From an optimization exercise on the open Yosys and OpenROAD flow, aimed at small area and a short achievable clock period; shortcuts taken in it are not production practice.

// life_row_engine
module life_row_engine #(
    parameter int WIDTH  = 64,
    parameter int HEIGHT = 32,
    parameter int WRAP   = 0
) (
    input  logic                                 clk,
    input  logic                                 rst_n,
    input  logic                                 start,
    input  logic [8:0]                           birth_mask,
    input  logic [8:0]                           survive_mask,
    input  logic                                 in_valid,
    output logic                                 in_ready,
    input  logic [WIDTH-1:0]                     in_row,
    output logic                                 out_valid,
    input  logic                                 out_ready,
    output logic [WIDTH-1:0]                     out_row,
    output logic                                 out_last,
    output logic                                 busy,
    output logic                                 gen_done,
    output logic [$clog2(WIDTH*HEIGHT+1)-1:0]    alive_count,
    output logic                                 stable
);
Size in the first run: ~1400 cells after synthesis.
==> module life_rule_cell, before the edit <==
module life_rule_cell (
    input  logic [1:0] s_l,
    input  logic [1:0] s_c,
    input  logic [1:0] s_r,
    input  logic       self,
    input  logic [8:0] birth_mask,
    input  logic [8:0] survive_mask,
    output logic       next
);
    logic t0, k1, x, y, t1, z, t2, t3;
    life_fa u_fa0 (.a(s_l[0]), .b(s_c[0]), .c(s_r[0]), .s(t0), .co(k1));
    life_fa u_fa1 (.a(s_l[1]), .b(s_c[1]), .c(s_r[1]), .s(x),  .co(y));
    life_ha u_ha0 (.a(x), .b(k1), .s(t1), .co(z));
    assign t2 = y ^ z;
    assign t3 = s_l[1] & s_c[1] & s_r[1] & k1;
    logic b0, s1, g0, g1, g2, g3;
    life_mux2 u_b0 (.d({birth_mask[8], birth_mask[0]}),     .s(t3), .y(b0));
    life_mux2 u_s1 (.d({survive_mask[8], survive_mask[0]}), .s(t3), .y(s1));
    life_mux4 u_g0 (.d({s1, survive_mask[7], birth_mask[1], b0}),                .s({self, t0}), .y(g0));
    life_mux4 u_g1 (.d({survive_mask[2:1], birth_mask[3:2]}),                    .s({self, t0}), .y(g1));
    life_mux4 u_g2 (.d({survive_mask[4:3], birth_mask[5:4]}),                    .s({self, t0}), .y(g2));
    life_mux4 u_g3 (.d({survive_mask[6:5], birth_mask[7:6]}),                    .s({self, t0}), .y(g3));
    life_mux4 u_m  (.d({g3, g2, g1, g0}),                                        .s({t2, t1}), .y(next));
endmodule
==> module life_mux2, before the edit <==
module life_mux2 (
    input  logic [1:0] d,
    input  logic       s,
    output logic       y
);
    assign y = d[s];
endmodule
==> module life_row_engine, before the edit <==
module life_row_engine #(
    parameter int WIDTH  = 64,
    parameter int HEIGHT = 32,
    parameter int WRAP   = 0
) (
    input  logic                                 clk,
    input  logic                                 rst_n,
    input  logic                                 start,
    input  logic [8:0]                           birth_mask,
    input  logic [8:0]                           survive_mask,
    input  logic                                 in_valid,
    output logic                                 in_ready,
    input  logic [WIDTH-1:0]                     in_row,
    output logic                                 out_valid,
    input  logic                                 out_ready,
    output logic [WIDTH-1:0]                     out_row,
    output logic                                 out_last,
    output logic                                 busy,
    output logic                                 gen_done,
    output logic [$clog2(WIDTH*HEIGHT+1)-1:0]    alive_count,
    output logic                                 stable
);
    localparam int CW = $clog2(WIDTH*HEIGHT+1);
    localparam int RW = $clog2(HEIGHT);
    logic             st_fill, st_run, st_drain, st_last;
    logic [8:0]       birth_q, survive_q;
    logic [WIDTH-1:0] prev_row, cur_row, below_row, new_row;
    logic [RW-1:0]    row_cnt;
    logic             pend;
    logic             rdy_base;
    logic             out_free, start_go, take_fill, load_run, load_drain, load, shift, last_row;
    assign rdy_base = st_fill | (st_run & !out_valid);
    life_ready u_ready (.run(st_run), .out_ready(out_ready), .base(rdy_base), .ready(in_ready));
    always_comb begin
        busy       = st_fill | st_run | st_drain | st_last;
        out_free   = !out_valid || out_ready;
        start_go   = !busy && start;
        take_fill  = st_fill && in_valid;
        load_run   = st_run && in_valid && out_free;
        load_drain = st_drain && out_free;
        load       = load_run | load_drain;
        shift      = take_fill | load;
        last_row   = (row_cnt == RW'(HEIGHT - 1));
        out_last   = st_last;    
    end
    always_ff @(posedge clk or negedge rst_n) begin
        if (!rst_n) begin
            st_fill   <= 1'b0;
            st_run    <= 1'b0;
            st_drain  <= 1'b0;
            st_last   <= 1'b0;
            row_cnt   <= '0;
            out_valid <= 1'b0;
            gen_done  <= 1'b0;
            pend      <= 1'b0;
        end else begin
            st_fill   <= start_go | (st_fill & !in_valid);
            st_run    <= take_fill | (st_run & !(load_run & last_row));
            st_drain  <= (load_run & last_row) | (st_drain & !out_free);
            st_last   <= load_drain | (st_last & !out_ready);
            gen_done  <= st_last & out_valid & out_ready;
            out_valid <= load | (out_valid & !out_ready);
            pend      <= load;
            if (take_fill | load_run) row_cnt <= row_cnt + RW'(1);
        end
    end
    always_ff @(posedge clk) begin
        if (start_go) begin
            birth_q   <= birth_mask;
            survive_q <= survive_mask;
        end
        if (shift) prev_row <= cur_row;
        if (shift | !busy) cur_row <= below_row;
        if (load)  out_row  <= new_row;
    end
    assign below_row = (st_fill | st_run) ? in_row : '0;
    logic [1:0] col [WIDTH+2];
    assign col[0]       = 2'd0;
    assign col[WIDTH+1] = 2'd0;
    for (genvar j = 0; j < WIDTH; j++) begin : g_col
        life_fa u_col (.a(prev_row[j]), .b(cur_row[j]), .c(below_row[j]),
                       .s(col[j+1][0]), .co(col[j+1][1]));
    end
    for (genvar i = 0; i < WIDTH; i++) begin : g_cell
        life_rule_cell u_cell (
            .s_l (col[i]),
            .s_c (col[i+1]),
            .s_r (col[i+2]),
            .self(cur_row[i]),
            .birth_mask  (birth_q),
            .survive_mask(survive_q),
            .next(new_row[i])
        );
    end
    localparam int HW  = WIDTH / 2;
    localparam int HPW = $clog2(HW + 1);
    localparam int PW  = $clog2(WIDTH + 1);
    logic [HPW-1:0] pop_lo, pop_hi;
    logic [PW-1:0]  row_pop;
    logic [CW-1:0]  alive_q;
    life_popcount32 u_pop_lo (.x(out_row[HW-1:0]),     .y(pop_lo));
    life_popcount32 u_pop_hi (.x(out_row[WIDTH-1:HW]), .y(pop_hi));
    assign alive_count = alive_q + CW'(row_pop);
    always_ff @(posedge clk) begin
        row_pop <= pend ? PW'(pop_lo) + PW'(pop_hi) : '0;
        if (start_go) begin
            alive_q <= '0;
            stable  <= 1'b1;
        end else begin
            alive_q <= alive_count;
            if (pend && out_row != prev_row) stable <= 1'b0;
        end
    end
endmodule
export LEC_CHECK = 0
export CAP_MARGIN = 20
export CORE_MARGIN = 2
export CORE_UTILIZATION = 40
export SLEW_MARGIN = 20
export SYNTH_HIERARCHICAL = 1
create_clock -name core_clock -period 11.5 [get_ports {clk}]
standard.sh (not shown) runs the stock make flow with config.mk's settings and CLKGATE_MAP_FILE= SYNTH_SCRIPT=/design/flow/synth_recipe.tcl, a recipe that flattens the netlist after the stock synthesis.
==> flow/flow/run.sh <==
#!/bin/bash
# The standard synthesis and layout, with these changes to the layout steps:
# - the synthesized combinational cells start as the smallest cell of their kind
#   (flow/downsize.tcl), so that timing repair only grows the ones that need it;
# - the port buffers are the cell named in flow/port_buffer.txt;
# - timing repair aims for the setup slack in flow/setup_margin.txt;
# - clock tree synthesis takes the arguments in flow/cts_args.txt, if present.
set -uo pipefail
cd "$(dirname "$0")/.."
bash standard.sh synth > synth.log 2>&1 || exit 1
export PRE_FLOORPLAN_TCL="$(pwd)/flow/downsize.tcl"
export BUFFER_PORTS_ARGS="-buffer_cell $(cat flow/port_buffer.txt)"
export SETUP_SLACK_MARGIN=$(cat flow/setup_margin.txt)
if [[ -f flow/cts_args.txt ]]; then
  export CTS_ARGS="$(cat flow/cts_args.txt)"
fi
bash standard.sh > layout.log 2>&1
==> flow/flow/cts_args.txt <==
-sink_clustering_enable -repair_clock_nets -buf_list sky130_fd_sc_hd__clkbuf_8 -dont_use_dummy_load -sink_clustering_size 12 -sink_clustering_max_diameter 100
==> flow/flow/downsize.tcl <==
# Swap every combinational cell for the smallest-area cell of its kind (same function,
# another drive strength), so that timing repair only grows the cells whose paths
# need it.
set n_down 0
foreach inst [get_cells *] {
  set ref [get_property $inst ref_name]
  if {![regexp {^(sky130_fd_sc_hd__([a-z0-9]+))_([0-9]+)$} $ref -> base kind drive]} { continue }
  if {[regexp {^(e?df|sdf|dl|tap|fill|decap|conb|clk|dly|probe|lpflow)} $kind]} { continue }
  set best_area [get_property [get_lib_cells $ref] area]
  set best ""
  foreach lc [get_lib_cells -quiet ${base}_*] {
    set name [get_property $lc name]
    if {![regexp "^${base}_\[0-9\]+\$" $name]} { continue }
    set a [get_property $lc area]
    if {$a < $best_area - 1e-6} {
      set best_area $a
      set best $lc
    }
  }
  if {$best ne ""} {
    replace_cell $inst $best
    incr n_down
  }
}
puts "downsize.tcl: swapped $n_down cells for smaller ones"
==> flow/flow/port_buffer.txt <==
sky130_fd_sc_hd__buf_1
==> flow/flow/setup_margin.txt <==
6.5
Edit:
--- a/flow/design.v
+++ b/flow/design.v
@@ -9,6 +9,10 @@
     input  logic       self,
     input  logic [8:0] birth_mask,
     input  logic [8:0] survive_mask,
+    input  logic       birth8_n,      
+    input  logic       birth0_n,      
+    input  logic       survive8_n,    
+    input  logic       survive0_n,    
     output logic       next
 );
     logic t0, k1, x, y, t1, z, t2, t3;
@@ -18,8 +22,8 @@
     assign t2 = y ^ z;
     assign t3 = s_l[1] & s_c[1] & s_r[1] & k1;
     logic b0, s1, g0, g1, g2, g3;
-    life_mux2 u_b0 (.d({birth_mask[8], birth_mask[0]}),     .s(t3), .y(b0));
-    life_mux2 u_s1 (.d({survive_mask[8], survive_mask[0]}), .s(t3), .y(s1));
+    life_mux2i u_b0 (.d({birth8_n, birth0_n}),     .s(t3), .y(b0));
+    life_mux2i u_s1 (.d({survive8_n, survive0_n}), .s(t3), .y(s1));
     life_mux4 u_g0 (.d({s1, survive_mask[7], birth_mask[1], b0}),                .s({self, t0}), .y(g0));
     life_mux4 u_g1 (.d({survive_mask[2:1], birth_mask[3:2]}),                    .s({self, t0}), .y(g1));
     life_mux4 u_g2 (.d({survive_mask[4:3], birth_mask[5:4]}),                    .s({self, t0}), .y(g2));
@@ -43,12 +47,12 @@
 );
     assign y = d[s];
 endmodule
-module life_mux2 (
+module life_mux2i (
     input  logic [1:0] d,
     input  logic       s,
     output logic       y
 );
-    assign y = d[s];
+    assign y = !d[s];
 endmodule
 module life_ha (
     input  logic a,
@@ -135,6 +139,7 @@
     localparam int RW = $clog2(HEIGHT);
     logic             st_fill, st_run, st_drain, st_last;
     logic [8:0]       birth_q, survive_q;
+    logic             birth8_n, birth0_n, survive8_n, survive0_n;
     logic [WIDTH-1:0] prev_row, cur_row, below_row, new_row;
     logic [RW-1:0]    row_cnt;
     logic             pend;
@@ -177,8 +182,12 @@
     end
     always_ff @(posedge clk) begin
         if (start_go) begin
-            birth_q   <= birth_mask;
-            survive_q <= survive_mask;
+            birth_q    <= birth_mask;
+            survive_q  <= survive_mask;
+            birth8_n   <= !birth_mask[8];
+            birth0_n   <= !birth_mask[0];
+            survive8_n <= !survive_mask[8];
+            survive0_n <= !survive_mask[0];
         end
         if (shift) prev_row <= cur_row;
         if (shift | !busy) cur_row <= below_row;
@@ -200,6 +209,10 @@
             .self(cur_row[i]),
             .birth_mask  (birth_q),
             .survive_mask(survive_q),
+            .birth8_n    (birth8_n),
+            .birth0_n    (birth0_n),
+            .survive8_n  (survive8_n),
+            .survive0_n  (survive0_n),
             .next(new_row[i])
         );
     end
The changed run passed the timing, DRC and antenna checks.
Setup slack stays flat.
Cell area hardly moves.
Core utilization rose by 0.75 points.
Via count is higher by 0.32%.
Clock-buffer cell count stays the same.
Function was not checked in any run of this note: the RTL went through the layout flow alone.

==> re-timing with driven ports <==
How much do the figures lean on ideal ports? The routed layouts below were timed once more, with nothing changed but the port constraints.
Step 1: set_driving_cell puts a clkbuf_16 on clk and a buf_2 on each other input, an assumption about the parent block.
Step 2 moves the port delays by t, midway between the first and last clock arrival at a register: inputs arrive t later, outputs are due t later. That takes back most of the time a late clock gives input paths.
Three values: ideal, step 1, step 2; two values: the first two.
run | shift t [ns] | setup slack, ns | worst register clock-pin slew, ns
the first run | 0.671 | 6.532 / 6.497 / 5.941 | 0.11 / 0.11
the second run | 0.674 | 6.531 / 6.496 / 6.010 | 0.11 / 0.11
After both steps setup and hold are still met in every run listed. For the first run, which loses most, drivers alone change the setup slack by -0.035 ns; drivers and shift together by -0.591 ns.
